From an optimization exercise on the open Yosys and OpenROAD flow, aimed at small area, a short achievable clock period and few clock cycles; shortcuts taken in it are not production practice. The RTL was checked by simulation tests, not by an equivalence proof against the original design. Power and IR drop assume default switching activity.

maple:
==> module clause_bitmap_builder, before the edit <==
module clause_bitmap_builder #(
    parameter int INT_SIZE      = 32,
    parameter int CLAUSE_CHUNKS = 63
) (
    input  logic                clk,
    input  logic                rst_flag,
    input  logic                stop_flag,
    input  logic                start,
    input  logic                in_valid,
    output logic                in_ready,
    input  logic [31:0]         clause_chunk,
    input  logic [31:0]         clause_pos,
    input  logic                frame_done,
    output logic                rd_valid,
    input  logic                rd_ready,
    output logic [5:0]          rd_addr,
    output logic [INT_SIZE-1:0] rd_data,
    output logic                done,
    output logic                busy,
    output logic                err_range,
    output logic [15:0]         hit_count
);
    localparam int IDX_W = (CLAUSE_CHUNKS > 1) ? $clog2(CLAUSE_CHUNKS) : 1;
    localparam logic [IDX_W-1:0] LAST_IDX = IDX_W'(CLAUSE_CHUNKS - 1);
    logic               acc_reg;       
    logic               drain_reg;     
    logic               clr_reg;       
    logic               err_range_reg;
    logic [IDX_W-1:0]   index_reg;
    logic [INT_SIZE-1:0] words [CLAUSE_CHUNKS];
    logic               act;           
    logic               hit_fire;
    logic               hit_in_range;
    logic               hit_wr;
    logic [INT_SIZE-1:0] hit_mask;
    logic               unused_pos;
    assign act          = !rst_flag && !stop_flag;
    assign in_ready     = !(acc_o_n || stop_flag);
    assign hit_fire     = in_valid && acc_reg && !stop_flag && !start;
    assign hit_in_range = clause_chunk < 32'(CLAUSE_CHUNKS);
    assign hit_wr       = in_valid && acc_reg && !stop_flag;
    assign unused_pos   = ^clause_pos[31:5];
    logic       hi_zero;
    logic [7:0] sel_row, sel_col;
    logic [7:0] pos_hi;
    logic [3:0] pos_lo;
    assign hi_zero = (clause_chunk[31:6] == '0);
    always_comb begin
        for (int i = 0; i < 8; i++) begin
            sel_row[i] = hit_wr && hi_zero && clause_chunk[5:3] == 3'(i);
            sel_col[i] = clause_chunk[2:0] == 3'(i);
            pos_hi[i]  = clause_pos[4:2] == 3'(i);
        end
        for (int i = 0; i < 4; i++)
            pos_lo[i] = clause_pos[1:0] == 2'(i);
        for (int i = 0; i < INT_SIZE; i++)
            hit_mask[i] = pos_hi[i/4] && pos_lo[i%4];
    end
    logic pop;
    assign pop = rd_ready && !stop_flag;
    genvar gi;
    generate
        for (gi = 0; gi < CLAUSE_CHUNKS - 1; gi++) begin : g_word
            clause_bitmap_word #(.W(INT_SIZE)) u_word (
                .clk(clk), .drain(drain_reg), .pop(pop), .clr(clr_reg),
                .row(sel_row[gi/8]), .col(sel_col[gi%8]),
                .mask(hit_mask), .nxt(words[gi+1]), .q(words[gi])
            );
        end
        begin : g_word_last
            clause_bitmap_word_last #(.W(INT_SIZE)) u_word (
                .clk(clk), .drain(drain_reg), .pop(pop), .clr(clr_reg),
                .row(sel_row[(CLAUSE_CHUNKS-1)/8]), .col(sel_col[(CLAUSE_CHUNKS-1)%8]),
                .mask(hit_mask), .q(words[CLAUSE_CHUNKS-1])
            );
        end
    endgenerate
    logic             acc_next, drain_next, done_next;
    logic [IDX_W-1:0] index_next;
    always_comb begin
        acc_next   = acc_reg;
        drain_next = drain_reg;
        index_next = index_reg;
        done_next  = 1'b0;
        if (rst_flag) begin
            acc_next   = 1'b0;
            drain_next = 1'b0;
            index_next = '0;
        end else if (!stop_flag) begin
            if (start) begin
                acc_next   = 1'b1;
                drain_next = 1'b0;
                index_next = '0;
            end else if (acc_reg) begin
                if (frame_done) begin
                    acc_next   = 1'b0;
                    drain_next = 1'b1;
                    index_next = '0;
                end
            end else if (drain_reg && rd_ready) begin
                if (index_reg == LAST_IDX) begin
                    drain_next = 1'b0;
                    index_next = '0;
                    done_next  = 1'b1;
                end else begin
                    index_next = index_reg + 1'b1;
                end
            end
        end
    end
    always_ff @(posedge clk) begin
        clr_reg   <= start && act;
        acc_reg   <= acc_next;
        drain_reg <= drain_next;
        index_reg <= index_next;
    end
    always_ff @(posedge clk) begin
        if (rst_flag)
            err_range_reg <= 1'b0;
        else if (!stop_flag) begin
            if (start)
                err_range_reg <= 1'b0;
            else if (hit_fire && !hit_in_range)
                err_range_reg <= 1'b1;
        end
    end
    assign hit_count = 16'h0000;
    logic acc_o_n, drain_o_n, done_o_n;
    always_ff @(posedge clk) begin
        acc_o_n   <= !acc_next;
        drain_o_n <= !drain_next;
        done_o_n  <= !done_next;
    end
    assign rd_valid  = !(drain_o_n || stop_flag);
    assign rd_addr   = 6'(index_reg);
    assign rd_data   = words[0];
    assign done      = !(done_o_n || stop_flag);
    assign busy      = acc_reg || drain_reg;
    assign err_range = err_range_reg;
endmodule
export LEC_CHECK = 0
export CAP_MARGIN = 20
export CELL_PAD_IN_SITES_DETAIL_PLACEMENT = 1
export CORE_MARGIN = 2
export CORE_UTILIZATION = 30
export PLACE_DENSITY = 0.4
export SETUP_SLACK_MARGIN = 4.8
export SLEW_MARGIN = 20
export SYNTH_HIERARCHICAL = 1
export SYNTH_MINIMUM_KEEP_SIZE = 0
create_clock -name core_clock -period 8.0 [get_ports {clk}]
standard.sh (not shown) runs the stock make flow with config.mk's settings and CLKGATE_MAP_FILE= SYNTH_SCRIPT=/design/flow/synth_recipe.tcl, a recipe that flattens the netlist after the stock synthesis.
==> flow/flow/run.sh <==
#!/bin/bash
set -euo pipefail
bash standard.sh MATCH_CELL_FOOTPRINT=0 \
    "BUFFER_PORTS_ARGS=-buffer_cell sky130_fd_sc_hd__buf_2" \
    "CTS_ARGS=-sink_clustering_enable -repair_clock_nets -sink_clustering_size 18 -sink_clustering_max_diameter 55 -buf_list {sky130_fd_sc_hd__clkbuf_4 sky130_fd_sc_hd__clkbuf_8} -dont_use_dummy_load" \
    finish > standard.log 2>&1
Testbench counts of maple, summed over its fixed seeds: cycles 18,031.
The inputs of pine differ from those of maple as listed below.
--- a/flow/design.v
+++ b/flow/design.v
@@ -50,31 +50,39 @@
             sel_row[i] = hit_wr && hi_zero && clause_chunk[5:3] == 3'(i);
             sel_col[i] = clause_chunk[2:0] == 3'(i);
             pos_hi[i]  = clause_pos[4:2] == 3'(i);
         end
         for (int i = 0; i < 4; i++)
             pos_lo[i] = clause_pos[1:0] == 2'(i);
-        for (int i = 0; i < INT_SIZE; i++)
-            hit_mask[i] = pos_hi[i/4] && pos_lo[i%4];
     end
     logic pop;
     assign pop = rd_ready && !stop_flag;
+    localparam int HALF = (CLAUSE_CHUNKS + 1) / 2;
+    logic [INT_SIZE-1:0] hit_mask_lo, hit_mask_hi;
+    clause_bitmap_mask #(.W(INT_SIZE)) u_mask_lo (
+        .pos_hi(pos_hi), .pos_lo(pos_lo), .mask(hit_mask_lo)
+    );
+    clause_bitmap_mask #(.W(INT_SIZE)) u_mask_hi (
+        .pos_hi(pos_hi), .pos_lo(pos_lo), .mask(hit_mask_hi)
+    );
+    assign hit_mask = hit_mask_lo;
     genvar gi;
     generate
         for (gi = 0; gi < CLAUSE_CHUNKS - 1; gi++) begin : g_word
             clause_bitmap_word #(.W(INT_SIZE)) u_word (
                 .clk(clk), .drain(drain_reg), .pop(pop), .clr(clr_reg),
                 .row(sel_row[gi/8]), .col(sel_col[gi%8]),
-                .mask(hit_mask), .nxt(words[gi+1]), .q(words[gi])
+                .mask(gi < HALF ? hit_mask_lo : hit_mask_hi),
+                .nxt(words[gi+1]), .q(words[gi])
             );
         end
         begin : g_word_last
             clause_bitmap_word_last #(.W(INT_SIZE)) u_word (
                 .clk(clk), .drain(drain_reg), .pop(pop), .clr(clr_reg),
                 .row(sel_row[(CLAUSE_CHUNKS-1)/8]), .col(sel_col[(CLAUSE_CHUNKS-1)%8]),
-                .mask(hit_mask), .q(words[CLAUSE_CHUNKS-1])
+                .mask(hit_mask_hi), .q(words[CLAUSE_CHUNKS-1])
             );
         end
     endgenerate
     logic             acc_next, drain_next, done_next;
     logic [IDX_W-1:0] index_next;
     always_comb begin
@@ -190,6 +198,17 @@
     output logic sel
 );
     assign shift = drain && pop;
     assign hold  = !shift && !clr;
     assign sel   = row && col;
 endmodule
+module clause_bitmap_mask #(
+    parameter int W = 32
+) (
+    input  logic [7:0]   pos_hi,
+    input  logic [3:0]   pos_lo,
+    output logic [W-1:0] mask
+);
+    always_comb
+        for (int i = 0; i < W; i++)
+            mask[i] = pos_hi[i/4] && pos_lo[i%4];
+endmodule
Notes after the runs:
- The multi-input combinational area share in pine sits 0.38 points above the value recorded for maple.
- Comparing pine with maple, the worst setup slack came out essentially unchanged.
- For the met1 track utilization from global routing, pine came in 1.6 points higher than maple did.
- Between pine and maple, the final area is lower for pine.
- Worst hold slack deteriorates in pine relative to maple.
- The cell-internal power of maple and that of pine are within noise of each other.
- On clock latency at the later pin of the worst-skew pair, the higher figure sits with maple, not pine.
- Summary of pine over maple: met1 routed wirelength after detailed routing went up 6000 um; clock skew went down.
- pine ended with more number of standard cells after synthesis than maple.
Testbench counts of pine, summed over its fixed seeds: cycles 18,031.

The RTL this note starts from:
==> flow/design.v <==
module clause_bitmap_builder #(
    parameter int INT_SIZE      = 32,
    parameter int CLAUSE_CHUNKS = 63
) (
    input  logic                clk,
    input  logic                rst_flag,
    input  logic                stop_flag,
    input  logic                start,
    input  logic                in_valid,
    output logic                in_ready,
    input  logic [31:0]         clause_chunk,
    input  logic [31:0]         clause_pos,
    input  logic                frame_done,
    output logic                rd_valid,
    input  logic                rd_ready,
    output logic [5:0]          rd_addr,
    output logic [INT_SIZE-1:0] rd_data,
    output logic                done,
    output logic                busy,
    output logic                err_range,
    output logic [15:0]         hit_count
);
    localparam int IDX_W = (CLAUSE_CHUNKS > 1) ? $clog2(CLAUSE_CHUNKS) : 1;
    localparam logic [IDX_W-1:0] LAST_IDX = IDX_W'(CLAUSE_CHUNKS - 1);
    logic               acc_reg;       
    logic               drain_reg;     
    logic               clr_reg;       
    logic               err_range_reg;
    logic [IDX_W-1:0]   index_reg;
    logic [INT_SIZE-1:0] words [CLAUSE_CHUNKS];
    logic               act;           
    logic               hit_fire;
    logic               hit_in_range;
    logic               hit_wr;
    logic [INT_SIZE-1:0] hit_mask;
    logic               unused_pos;
    assign act          = !rst_flag && !stop_flag;
    assign in_ready     = !(acc_o_n || stop_flag);
    assign hit_fire     = in_valid && acc_reg && !stop_flag && !start;
    assign hit_in_range = clause_chunk < 32'(CLAUSE_CHUNKS);
    assign hit_wr       = in_valid && acc_reg && !stop_flag;
    assign unused_pos   = ^clause_pos[31:5];
    logic       hi_zero;
    logic [7:0] sel_row, sel_col;
    logic [7:0] pos_hi;
    logic [3:0] pos_lo;
    assign hi_zero = (clause_chunk[31:6] == '0);
    always_comb begin
        for (int i = 0; i < 8; i++) begin
            sel_row[i] = hit_wr && hi_zero && clause_chunk[5:3] == 3'(i);
            sel_col[i] = clause_chunk[2:0] == 3'(i);
            pos_hi[i]  = clause_pos[4:2] == 3'(i);
        end
        for (int i = 0; i < 4; i++)
            pos_lo[i] = clause_pos[1:0] == 2'(i);
        for (int i = 0; i < INT_SIZE; i++)
            hit_mask[i] = pos_hi[i/4] && pos_lo[i%4];
    end
    logic pop;
    assign pop = rd_ready && !stop_flag;
    genvar gi;
    generate
        for (gi = 0; gi < CLAUSE_CHUNKS - 1; gi++) begin : g_word
            clause_bitmap_word #(.W(INT_SIZE)) u_word (
                .clk(clk), .drain(drain_reg), .pop(pop), .clr(clr_reg),
                .row(sel_row[gi/8]), .col(sel_col[gi%8]),
                .mask(hit_mask), .nxt(words[gi+1]), .q(words[gi])
            );
        end
        begin : g_word_last
            clause_bitmap_word_last #(.W(INT_SIZE)) u_word (
                .clk(clk), .drain(drain_reg), .pop(pop), .clr(clr_reg),
                .row(sel_row[(CLAUSE_CHUNKS-1)/8]), .col(sel_col[(CLAUSE_CHUNKS-1)%8]),
                .mask(hit_mask), .q(words[CLAUSE_CHUNKS-1])
            );
        end
    endgenerate
    logic             acc_next, drain_next, done_next;
    logic [IDX_W-1:0] index_next;
    always_comb begin
        acc_next   = acc_reg;
        drain_next = drain_reg;
        index_next = index_reg;
        done_next  = 1'b0;
        if (rst_flag) begin
            acc_next   = 1'b0;
            drain_next = 1'b0;
            index_next = '0;
        end else if (!stop_flag) begin
            if (start) begin
                acc_next   = 1'b1;
                drain_next = 1'b0;
                index_next = '0;
            end else if (acc_reg) begin
                if (frame_done) begin
                    acc_next   = 1'b0;
                    drain_next = 1'b1;
                    index_next = '0;
                end
            end else if (drain_reg && rd_ready) begin
                if (index_reg == LAST_IDX) begin
                    drain_next = 1'b0;
                    index_next = '0;
                    done_next  = 1'b1;
                end else begin
                    index_next = index_reg + 1'b1;
                end
            end
        end
    end
    always_ff @(posedge clk) begin
        clr_reg   <= start && act;
        acc_reg   <= acc_next;
        drain_reg <= drain_next;
        index_reg <= index_next;
    end
    always_ff @(posedge clk) begin
        if (rst_flag)
            err_range_reg <= 1'b0;
        else if (!stop_flag) begin
            if (start)
                err_range_reg <= 1'b0;
            else if (hit_fire && !hit_in_range)
                err_range_reg <= 1'b1;
        end
    end
    assign hit_count = 16'h0000;
    logic acc_o_n, drain_o_n, done_o_n;
    always_ff @(posedge clk) begin
        acc_o_n   <= !acc_next;
        drain_o_n <= !drain_next;
        done_o_n  <= !done_next;
    end
    assign rd_valid  = !(drain_o_n || stop_flag);
    assign rd_addr   = 6'(index_reg);
    assign rd_data   = words[0];
    assign done      = !(done_o_n || stop_flag);
    assign busy      = acc_reg || drain_reg;
    assign err_range = err_range_reg;
endmodule
module clause_bitmap_word #(
    parameter int W = 32
) (
    input  logic         clk,
    input  logic         drain,
    input  logic         pop,
    input  logic         clr,
    input  logic         row,
    input  logic         col,
    input  logic [W-1:0] mask,
    input  logic [W-1:0] nxt,
    output logic [W-1:0] q
);
    logic shift, hold, sel;
    clause_bitmap_word_ctl u_ctl (
        .drain(drain), .pop(pop), .clr(clr), .row(row), .col(col),
        .shift(shift), .hold(hold), .sel(sel)
    );
    always_ff @(posedge clk)
        q <= (q & {W{hold}}) | (nxt & {W{shift}}) | (mask & {W{sel}});
endmodule
module clause_bitmap_word_last #(
    parameter int W = 32
) (
    input  logic         clk,
    input  logic         drain,
    input  logic         pop,
    input  logic         clr,
    input  logic         row,
    input  logic         col,
    input  logic [W-1:0] mask,
    output logic [W-1:0] q
);
    logic shift, hold, sel;
    clause_bitmap_word_ctl u_ctl (
        .drain(drain), .pop(pop), .clr(clr), .row(row), .col(col),
        .shift(shift), .hold(hold), .sel(sel)
    );
    always_ff @(posedge clk)
        q <= (q & {W{hold}}) | (mask & {W{sel}});
endmodule
module clause_bitmap_word_ctl (
    input  logic drain,
    input  logic pop,
    input  logic clr,
    input  logic row,
    input  logic col,
    output logic shift,
    output logic hold,
    output logic sel
);
    assign shift = drain && pop;
    assign hold  = !shift && !clr;
    assign sel   = row && col;
endmodule
clock: 8.0 ns
lec_check: 0
cap_margin: 20
cell_pad_in_sites_detail_placement: 1
core_margin: 2
core_utilization: 30
cts_buf_list: sky130_fd_sc_hd__clkbuf_4 sky130_fd_sc_hd__clkbuf_8
cts_cluster_diameter: 55
cts_cluster_size: 18
place_density: 0.4
setup_slack_margin: 4.5
slew_margin: 20
synth_hierarchical: 1
synth_minimum_keep_size: 0
==> flow/flow/run.sh <==
#!/bin/bash
set -euo pipefail
bash standard.sh MATCH_CELL_FOOTPRINT=0 \
    "BUFFER_PORTS_ARGS=-buffer_cell sky130_fd_sc_hd__buf_4" \
    finish > standard.log 2>&1
The starting point went through all stages and came out clean.
Testbench counts at the start, summed over its fixed seeds: cycles 18,031.
Edit:
--- a/flow/design.v
+++ b/flow/design.v
@@ -24,25 +24,26 @@
     localparam logic [IDX_W-1:0] LAST_IDX = IDX_W'(CLAUSE_CHUNKS - 1);
     logic               acc_reg;       
     logic               drain_reg;     
     logic               clr_reg;       
     logic               err_range_reg;
     logic [IDX_W-1:0]   index_reg;
-    logic [INT_SIZE-1:0] words [CLAUSE_CHUNKS];
+    logic [INT_SIZE-1:0] words [CLAUSE_CHUNKS+1];
     logic               act;           
     logic               hit_fire;
     logic               hit_in_range;
     logic               hit_wr;
     logic [INT_SIZE-1:0] hit_mask;
     logic               unused_pos;
     assign act          = !rst_flag && !stop_flag;
     assign in_ready     = !(acc_o_n || stop_flag);
     assign hit_fire     = in_valid && acc_reg && !stop_flag && !start;
     assign hit_in_range = clause_chunk < 32'(CLAUSE_CHUNKS);
     assign hit_wr       = in_valid && acc_reg && !stop_flag;
     assign unused_pos   = ^clause_pos[31:5];
+    assign words[CLAUSE_CHUNKS] = '0;
     logic       hi_zero;
     logic [7:0] sel_row, sel_col;
     logic [7:0] pos_hi;
     logic [3:0] pos_lo;
     assign hi_zero = (clause_chunk[31:6] == '0);
     always_comb begin
@@ -53,28 +54,20 @@
         end
         for (int i = 0; i < 4; i++)
             pos_lo[i] = clause_pos[1:0] == 2'(i);
         for (int i = 0; i < INT_SIZE; i++)
             hit_mask[i] = pos_hi[i/4] && pos_lo[i%4];
     end
-    logic pop;
-    assign pop = rd_ready && !stop_flag;
     genvar gi;
     generate
-        for (gi = 0; gi < CLAUSE_CHUNKS - 1; gi++) begin : g_word
+        for (gi = 0; gi < CLAUSE_CHUNKS; gi++) begin : g_word
             clause_bitmap_word #(.W(INT_SIZE)) u_word (
-                .clk(clk), .drain(drain_reg), .pop(pop), .clr(clr_reg),
+                .clk(clk), .drain(drain_reg), .rd_ready(rd_ready),
+                .stop_flag(stop_flag), .clr(clr_reg),
                 .row(sel_row[gi/8]), .col(sel_col[gi%8]),
                 .mask(hit_mask), .nxt(words[gi+1]), .q(words[gi])
-            );
-        end
-        begin : g_word_last
-            clause_bitmap_word_last #(.W(INT_SIZE)) u_word (
-                .clk(clk), .drain(drain_reg), .pop(pop), .clr(clr_reg),
-                .row(sel_row[(CLAUSE_CHUNKS-1)/8]), .col(sel_col[(CLAUSE_CHUNKS-1)%8]),
-                .mask(hit_mask), .q(words[CLAUSE_CHUNKS-1])
             );
         end
     endgenerate
     logic             acc_next, drain_next, done_next;
     logic [IDX_W-1:0] index_next;
     always_comb begin
@@ -140,56 +133,38 @@
 endmodule
 module clause_bitmap_word #(
     parameter int W = 32
 ) (
     input  logic         clk,
     input  logic         drain,
-    input  logic         pop,
+    input  logic         rd_ready,
+    input  logic         stop_flag,
     input  logic         clr,
     input  logic         row,
     input  logic         col,
     input  logic [W-1:0] mask,
     input  logic [W-1:0] nxt,
     output logic [W-1:0] q
 );
     logic shift, hold, sel;
     clause_bitmap_word_ctl u_ctl (
-        .drain(drain), .pop(pop), .clr(clr), .row(row), .col(col),
-        .shift(shift), .hold(hold), .sel(sel)
+        .drain(drain), .rd_ready(rd_ready), .stop_flag(stop_flag), .clr(clr),
+        .row(row), .col(col), .shift(shift), .hold(hold), .sel(sel)
     );
     always_ff @(posedge clk)
         q <= (q & {W{hold}}) | (nxt & {W{shift}}) | (mask & {W{sel}});
 endmodule
-module clause_bitmap_word_last #(
-    parameter int W = 32
-) (
-    input  logic         clk,
-    input  logic         drain,
-    input  logic         pop,
-    input  logic         clr,
-    input  logic         row,
-    input  logic         col,
-    input  logic [W-1:0] mask,
-    output logic [W-1:0] q
-);
-    logic shift, hold, sel;
-    clause_bitmap_word_ctl u_ctl (
-        .drain(drain), .pop(pop), .clr(clr), .row(row), .col(col),
-        .shift(shift), .hold(hold), .sel(sel)
-    );
-    always_ff @(posedge clk)
-        q <= (q & {W{hold}}) | (mask & {W{sel}});
-endmodule
 module clause_bitmap_word_ctl (
     input  logic drain,
-    input  logic pop,
+    input  logic rd_ready,
+    input  logic stop_flag,
     input  logic clr,
     input  logic row,
     input  logic col,
     output logic shift,
     output logic hold,
     output logic sel
 );
-    assign shift = drain && pop;
+    assign shift = drain && rd_ready && !stop_flag;
     assign hold  = !shift && !clr;
     assign sel   = row && col;
 endmodule
Outcome:
- global-route usage goes up by 1.1 points
- hold slack loses 0.0037 ns
- utilization is about the same
- total power goes down slightly
- clock-buffer cell count goes down by 10
- fmax goes down by a few percent
- final area stays flat
- combinational power goes up by a few percent
- die area goes up slightly
- first-iteration DRC count is about the same
- non-clock buffer count goes up by 10
- clock power goes down by a few percent
- via count goes up slightly
- synthesized area goes up slightly
Testbench counts after the change, summed over its fixed seeds: cycles 18,031.

## what the ideal ports hide
The flow's constraints put no driver on any port. The routed layouts listed below were extracted and timed again, unchanged, in two steps.
Step 1 assumes that a clkbuf_16 drives the clock port and a buf_2 every other input.
Step 2 adds t to the input delays and takes it off the output delays; t is the mean of the earliest and latest rising clock arrival at the registers after step 1. Input paths then give back, and output paths get back, about the clock's delay inside the block.
Three values: ideal ports, drivers, drivers and shift; two values: the first two.
run	t (ns)	setup slack, ns	hold slack, ns	worst slew at a driven data input, ns
maple	1.048	4.507 / 4.454 / 3.828	0.410 / 0.410 / 0.410	0.15
pine	1.027	4.505 / 4.456 / 3.801	0.362 / 0.362 / 0.362	0.16
the first run of note 2	1.077	4.475 / 4.437 / 3.443	0.469 / 0.469 / 0.469	0.17
the second run of note 2	1.035	4.358 / 4.183 / 3.468	0.465 / 0.465 / 0.465	0.26
After both steps setup and hold are still met in every run listed. The setup slack of the first run of note 2, which loses most, moves by -0.038 ns with the drivers and by -1.032 ns with both steps.
